What follows belongs to an exercise in optimizing a design on an open flow for small area, a short achievable clock period and few clock cycles per item; a production flow would make more cautious choices.
Function was checked by simulation only, so behaviour that the tests miss may differ from the original.
Power figures rest on the tool's default switching activity, not on a simulated workload.

File: flow/design.v
`default_nettype none
package bfa_pkg;
  localparam int ACTION_W     = 2;
  localparam int FIELD_SIZE_W = 16;
  localparam int OWNER_W      = 8;
  localparam int BLOCK_W      = 4;
  localparam int CODE_W       = 2;
  localparam logic [ACTION_W-1:0] ACT_CLEAR = 2'd0;
  localparam logic [ACTION_W-1:0] ACT_LOAD  = 2'd1;
  localparam logic [ACTION_W-1:0] ACT_ALLOC = 2'd2;
  localparam logic [ACTION_W-1:0] ACT_READ  = 2'd3;
  localparam logic [CODE_W-1:0] RES_OK    = 2'd0;
  localparam logic [CODE_W-1:0] RES_NOFIT = 2'd1;
  localparam logic [CODE_W-1:0] RES_BAD   = 2'd2;
endpackage
`default_nettype wire
`default_nettype none
module bfa_cell #(
  parameter int SIZE_BITS = 16
) (
  input  wire logic [SIZE_BITS-1:0] size,
  input  wire logic [SIZE_BITS-1:0] x,
  input  wire logic                 ge,
  output logic                      cmp
);
  logic [SIZE_BITS:0] sum;
  assign sum = {1'b0, size} + {1'b0, ~x} + {{SIZE_BITS{1'b0}}, ge};
  assign cmp = sum[SIZE_BITS];
endmodule
`default_nettype wire
`default_nettype none
import bfa_pkg::*;
module best_fit_block_allocator (
  input  wire logic        clk,
  input  wire logic        rst_n,
  input  wire logic        in_tvalid,
  output logic             in_tready,
  input  wire logic [31:0] in_tdata,
  output logic             out_tvalid,
  input  wire logic        out_tready,
  output logic [31:0]      out_tdata
);
  localparam int N = 16;
  logic              ir_v;
  logic [29:0]       ir_d;
  logic              rdy_r;
  logic [4:0]        count_r;
  logic [N-1:0]      avail_r;       
  logic [N-1:0][15:0] size_r;
  logic [N-1:0][7:0]  owner_r;
  logic              s2_v;
  logic              s2_ld, s2_gr, s2_rd;
  logic [1:0]        s2_code;
  logic [N-1:0]      s2_sel;
  logic [15:0]       s2_val;
  logic [7:0]        s2_rid;
  logic              h_v, k_v;      
  logic [30:0]       h_d, k_d;
  logic              go;
  assign go = !k_v;
  logic [1:0]  ir_act;
  logic [15:0] ir_size;
  logic [7:0]  ir_rid;
  logic [3:0]  ir_idx;
  assign ir_act  = ir_d[1:0];
  assign ir_size = ir_d[17:2];
  assign ir_rid  = ir_d[25:18];
  assign ir_idx  = ir_d[29:26];
  logic is_clr, is_ld, is_al, is_rd;
  assign is_clr = ir_v && (ir_act == ACT_CLEAR);
  assign is_ld  = ir_v && (ir_act == ACT_LOAD);
  assign is_al  = ir_v && (ir_act == ACT_ALLOC);
  assign is_rd  = ir_v && (ir_act == ACT_READ);
  logic          cmp_ge;
  logic [N-1:0]  cmp;
  logic          cmp_f;
  logic [N-1:0]  ge;
  assign cmp_ge = ir_act[1];
  for (genvar i = 0; i < N; i++) begin : g_cmp
    bfa_cell u_cmp (.size(size_r[i]), .x(ir_size), .ge(cmp_ge), .cmp(cmp[i]));
  end
  bfa_cell u_cmp_f (.size(s2_val), .x(ir_size), .ge(cmp_ge), .cmp(cmp_f));
  assign ge = (s2_ld ? (s2_sel & {N{cmp_f}}) : '0) | (cmp & ~(s2_ld ? s2_sel : '0));
  logic [N-1:0][N-1:0] b_r;
  logic [N-1:0][N-1:0] beat;          
  for (genvar i = 0; i < N; i++) begin : g_bi
    for (genvar j = 0; j < N; j++) begin : g_bj
      if (i < j)       assign beat[i][j] = b_r[i][j];
      else if (i > j)  assign beat[i][j] = !b_r[j][i];
      else             assign beat[i][j] = 1'b1;
    end
  end
  logic [N-1:0] fits, win;
  logic         found;
  assign fits  = avail_r & ge;
  assign found = |fits;
  for (genvar i = 0; i < N; i++) begin : g_win
    assign win[i] = fits[i] && &(~fits | beat[i]);
  end
  logic         full, ld_ok, rd_ok, gr;
  logic [N-1:0] k_dec, idx_dec;
  assign full  = count_r[4];
  assign ld_ok = is_ld && !full;
  assign rd_ok = is_rd && ({1'b0, ir_idx} < count_r);
  assign gr    = is_al && found;
  for (genvar i = 0; i < N; i++) begin : g_dec
    assign k_dec[i]   = (count_r[3:0] == 4'(i));
    assign idx_dec[i] = (ir_idx == 4'(i));
  end
  logic [15:0] mux_size;
  logic [7:0]  mux_owner;
  logic        mux_free;
  logic [3:0]  id;
  always_comb begin
    mux_size  = '0;
    mux_owner = '0;
    id        = '0;
    for (int i = 0; i < N; i++) begin
      mux_size  = mux_size  | (s2_sel[i] ? size_r[i]  : 16'd0);
      mux_owner = mux_owner | (s2_sel[i] ? owner_r[i] : 8'd0);
      id        = id        | (s2_sel[i] ? 4'(i)      : 4'd0);
    end
  end
  assign mux_free = |(s2_sel & avail_r);
  logic [15:0] op_a, op_b, rem;
  logic        r_free;
  logic [7:0]  r_owner;
  assign op_a    = s2_ld ? s2_val : mux_size;
  assign op_b    = s2_gr ? s2_val : 16'd0;
  assign rem     = op_a - op_b;
  assign r_free  = s2_rd && mux_free;
  assign r_owner = (s2_rd && !mux_free) ? mux_owner : 8'd0;
  logic [30:0] res;
  assign res = {r_owner, r_free, rem, id, s2_code};
  logic push, pop;
  assign push = go && s2_v;
  assign pop  = h_v && out_tready;
  always_ff @(posedge clk) begin
    if (!rst_n) begin
      ir_v    <= 1'b0;
      rdy_r   <= 1'b1;
      count_r <= '0;
      avail_r <= '0;
      s2_v    <= 1'b0;
      h_v     <= 1'b0;
      k_v     <= 1'b0;
    end else begin
      if (rdy_r) ir_v <= in_tvalid;
      if (go) begin
        s2_v <= ir_v;
        if (is_clr) begin
          count_r <= '0;
          avail_r <= '0;
        end else if (ld_ok) begin
          count_r <= count_r + 5'd1;
          avail_r <= avail_r | k_dec;
        end else if (gr) begin
          avail_r <= avail_r & ~win;
        end
      end
      if (!k_v) begin
        if (push && h_v && !pop) k_v <= 1'b1;
        else if (push)           h_v <= 1'b1;
        else if (pop)            h_v <= 1'b0;
      end else if (pop) begin
        k_v <= 1'b0;
      end
      rdy_r <= !((rdy_r ? in_tvalid : ir_v) &&
                 (k_v ? !pop : (push && h_v && !pop)));
    end
  end
  always_ff @(posedge clk) begin
    if (rdy_r) ir_d <= in_tdata[29:0];
    if (go) begin
      s2_ld   <= ld_ok;
      s2_gr   <= gr;
      s2_rd   <= rd_ok;
      s2_code <= ((is_ld && full) || (is_rd && !rd_ok)) ? RES_BAD :
                 (is_al && !found) ? RES_NOFIT : RES_OK;
      s2_sel  <= ld_ok ? k_dec : gr ? win : rd_ok ? idx_dec : '0;
      s2_val  <= ir_size;
      s2_rid  <= ir_rid;
    end
    if (!k_v) begin
      if (push && h_v && !pop) k_d <= res;
      else if (push)           h_d <= res;
    end else if (pop) begin
      h_d <= k_d;
    end
  end
  for (genvar i = 0; i < N; i++) begin : g_ent
    always_ff @(posedge clk) begin
      if (push && (s2_ld || s2_gr) && s2_sel[i]) size_r[i] <= rem;
      if (push && s2_gr && s2_sel[i]) owner_r[i] <= s2_rid;
    end
    for (genvar j = i + 1; j < N; j++) begin : g_b
      always_ff @(posedge clk) begin
        if (go && ld_ok && k_dec[j]) b_r[i][j] <= !ge[i];
      end
    end
  end
  assign in_tready  = rdy_r;
  assign out_tvalid = h_v;
  assign out_tdata  = {1'b0, h_d};
endmodule
`default_nettype wire
File: flow/config.mk
export PLATFORM = sky130hd
export DESIGN_NAME = best_fit_block_allocator
export DESIGN_NICKNAME = best_fit_block_allocator
export VERILOG_FILES = /design/flow/design.v
export SDC_FILE = /design/flow/constraint.sdc
export NUM_CORES = 4
export LEC_CHECK = 0
export CAP_MARGIN = 20
export CORE_MARGIN = 2
export CORE_UTILIZATION = 40
export SLEW_MARGIN = 20
File: flow/constraint.sdc
create_clock -name core_clock -period 7.0 [get_ports {clk}]
set_input_delay 1.4000 -clock core_clock [delete_from_list [all_inputs] [get_ports {clk}]]
set_output_delay 1.4000 -clock core_clock [all_outputs]
set_load 0.01 [all_outputs]
File: flow/run.sh
#!/bin/bash
# synth_recipe.tcl (not shown) runs the flow's synth.tcl, then flattens the netlist and writes it again
# the make line also repeats each setting of config.mk as NAME=value (left out here)
make -C /OpenROAD-flow-scripts/flow DESIGN_CONFIG=/design/flow/config.mk WORK_HOME=/design/flow/orfs CLKGATE_MAP_FILE= SYNTH_SCRIPT=/design/flow/synth_recipe.tcl finish
==> impl_metrics.toml <==
[outcome]
status = "finished clean"

[sta]
setup-violations-final = 0
hold_viol = 0
finalClockSkew_ns = 0.0244
layout_setup_ws_ns = 1.68
fin_crit_sh_pct = 76.1
fmax_mhz = 188
tns_ns = 0
max_slew.worst_pin.slew_ns = 1.30
relSlewSlack_pct = 11.3
rsz0062_at_grt = "no"
drv_slew = 0
finalCriticalPeriod_ns = 5.32

[placed_design]
preCtsSetupSlack_ns = 1.86
hpwl_um = 77700
place.port_buffers = 66
placed_area_mm2 = 0.0346
gp_congestion = 0.970

[drt]
final_antenna_net_count = 0
drc = 0
firstDrtPassIters = 8
drtIter0Drc = 2687
vias = 22892
drt_wl_total_um = 109000
vias_per_cell = 6.30
avgRoutedWirePerCell_um = 30.1

[setup_path]
path_common_cell = "o221ai_1"
worstPathMaxFanout = 17
critPathKind = "flop to flop"
worst_ep_arrival_time_ns = 5.62
cpLargestDelayFamily = "compound AO/OA/AOI/OAI gates"
worstSetupStartpointType = "flop"
critical-path-slowest-cell = "o21ai_2"
crit_chain = "inv_1, ha_1, a21oi_1, o221ai_1, a31oi_1, o21ai_0, nand3_1, nand4_1, nor4_4, nand2_1, o21ai_2, o221ai_1"
max_stage_delay_ns = 0.65
end_kind = "flop"
worst-path-buf-inv = 1
required_ns = 7.29

[synthesis]
ys.flop_type = "edfxtp_1"
netlist_area_mm2 = 0.0324
synth_edf_count = 641
async_flop_share_pct = 0
yosysTopAreaCellShare_pct = 59.3
synth.area.top_cells = "edfxtp_1 (59%), ha_1 (11%), a22oi_1 (2.1%)"
ys_ff_latch = 667
yosysTopAreaCell = "edfxtp_1"
ys_seq_area_share_pct = 61.0
synth.distinct_cells = 77
synthCells = 2399
synth_common_cells = "edfxtp_1 (641), ha_1 (294), nand2_1 (131)"
ys_warn_count = 1
synth_nets = 2730
synth_area_per_cell_um2 = 13.5
synth.most_common_cell = "edfxtp_1"

[clocking]
path_clk_slew_ns = 0.06
post_cts_resized = 0
root_buffer = "clkbuf_16"
cts_setup_buffers = 0
cts_buffers = 74
htree_num_levels = 3
cts_tree = "built"
clock_sinks = 667
clk_path_buf_depth = 3
clock_latency_ns = 0.63
cts-hold-fix-buffers = 0

[power]
p_per_area_mw_per_mm2 = 255
vdd_ir_drop_max_mv = 0.199
p_leak_nw = 13.2
finalPower_w = 0.00942

[finish]
design_area_mm2 = 0.0370
final_layout_size_suffix_gt1_share_pct = 9.38
area_growth_pct = 13.9
nets = 2848
fill_cells = 7166

[global_route]
grt_max_degree = 60
antenna_found_initial = 3
grtUsageTotal_pct = 26.1
grt_overflow = 0
grt_first_pass_wirelength_um = 159000
first_global_vias = 23164

[floorplanning]
die_h_um = 289
ios = 70
fp.dieW_um = 289
start_util_pct = 40.3
core_area_mm2 = 0.0804
dieArea_mm2 = 0.0834
rows = 104

[run]
maxCapViolCount = 0

[min_path]
hold_class = "flop to flop"
[registers in the layout, summed over array words and instances, names as in the netlist, 2 cells and up]
register,count
avail_r,16
b_r,120
count_r,5
h_d,31
ir_d,30
k_d,31
owner_r,128
s2_code,2
s2_rid,8
s2_sel,16
s2_val,16
size_r,256
[per-layer routing]
| metal | share of wire (%) | up-vias | track usage [%] |
|---|---|---|---|
| met5 | 0 | - | 0 |
| met4 | 5.3 | 0 | 12.4 |
| met3 | 8.4 | 248 | 4.76 |
| met2 | 45 | 1199 | 40.5 |
| met1 | 41 | 11436 | 35.5 |
| li1 | - | 10009 | - |
[cell families after synthesis]
family,share of synthesized area (%)
AOI/OAI and AO/OA,15.6
buffers and inverters,2.35
adders and majority gates,11.4
DFF,61.0
muxes,1.17
and+or+nand+nor,8.08
xor gates and xnor gates,0.459
other,0.0116
[per-stage QoR]
stage / std cells / hold slack [ns] / util, %
2_1_floorplan: 2399 / 0.400 / -
3_3_place_gp: 3499 / 0.413 / 43.0
3_5_place_dp: 3499 / 0.413 / 43.0
4_1_cts: 3628 / 0.426 / 45.9
5_1_grt: 3630 / 0.436 / 45.9
6_report: 3631 / 0.423 / 45.9
[report_power, final]
part	leakage, nW	internal (W)	switching, W
sequential	6.15	0.00461	0.0000344
combinational	5.89	0.000294	0.000626
clock	1.15	0.00220	0.00165
total	13.2	0.00711	0.00231
[layout make-up]
type                    count  area [um^2]  area share, %
clock inverters            38          350          0.948
flip-flops and latches    667        19800           53.5
diodes                      1         2.50        0.00677
inverters                  91          343          0.928
repair buffers            140         1250           3.38
well taps                1060         1330           3.59
multi-input cells        1543        11900           32.3
clock buffers              91         1980           5.36
[worst paths after layout]
path	startpoint	to	slack, ns	cells past startpoint
setup / recovery	ir_d[2]	s2_sel[12]	1.68	12
hold / removal	ir_d[24]	s2_rid[6]	0.42	0
setup reg to reg	ir_d[2]	s2_sel[12]	1.68	12
hold reg to reg	ir_d[24]	s2_rid[6]	0.42	0
[worst reg2reg max path, cell delays in order, from the launching register on]
cell      delay (ns)
edfxtp_1        0.40
inv_1           0.60
ha_1            0.37
a21oi_1         0.17
o221ai_1        0.24
a31oi_1         0.48
o21ai_0         0.38
nand3_1         0.59
nand4_1         0.25
nor4_4          0.35
nand2_1         0.16
o21ai_2         0.65
o221ai_1        0.34
[placed cells by master, fill, tap and decap left out, types with 8 or more instances in the layout]
cell type,count
o2111ai_1,18
o2bb2ai_1,13
nor2_1,61
nor4_1,16
nor2b_1,8
nand4_1,56
buf_4,71
clkdlybuf4s50_1,66
o21a_1,21
a31oi_1,25
a22o_1,67
and3_1,23
a211oi_1,11
o221ai_1,34
a21oi_1,121
a22oi_1,90
nand3_1,65
dfxtp_1,25
a221oi_1,75
clkinv_2,18
clkinv_1,10
clkbuf_1,14
o22ai_1,33
a21o_1,30
nand2_1,131
inv_1,89
mux2_2,30
ha_1,294
and2_1,41
nand2b_1,13
nor3_1,45
o211ai_1,39
o21ai_0,57
clkbuf_16,77
edfxtp_1,641
xnor2_1,11
Testbench counts, summed over its fixed seeds: cycles 7,118, items 7,094.

afterwards: timing with drivers on the ports:
How much do the figures lean on ideal ports? The routed layout below was timed once more, with nothing changed but the port constraints.
Step 1 assumes that a clkbuf_16 drives the clock port and a buf_2 every other input.
Step 2, shift: input delay + t, output delay - t, t = (earliest + latest rising clock arrival at the registers) / 2. This alone moves slack from input paths to output paths.
a / b / c = no drivers / after step 1 / after step 2; a / b = the first two.
t, ns: 0.679
setup WS [ns]: 1.676 / 1.676 / 1.676
cell pins on the clock port's net: 1
After both steps setup and hold are still met in this run. The setup slack of this run moves by 0.000 ns with the drivers and by 0.000 ns with both steps.
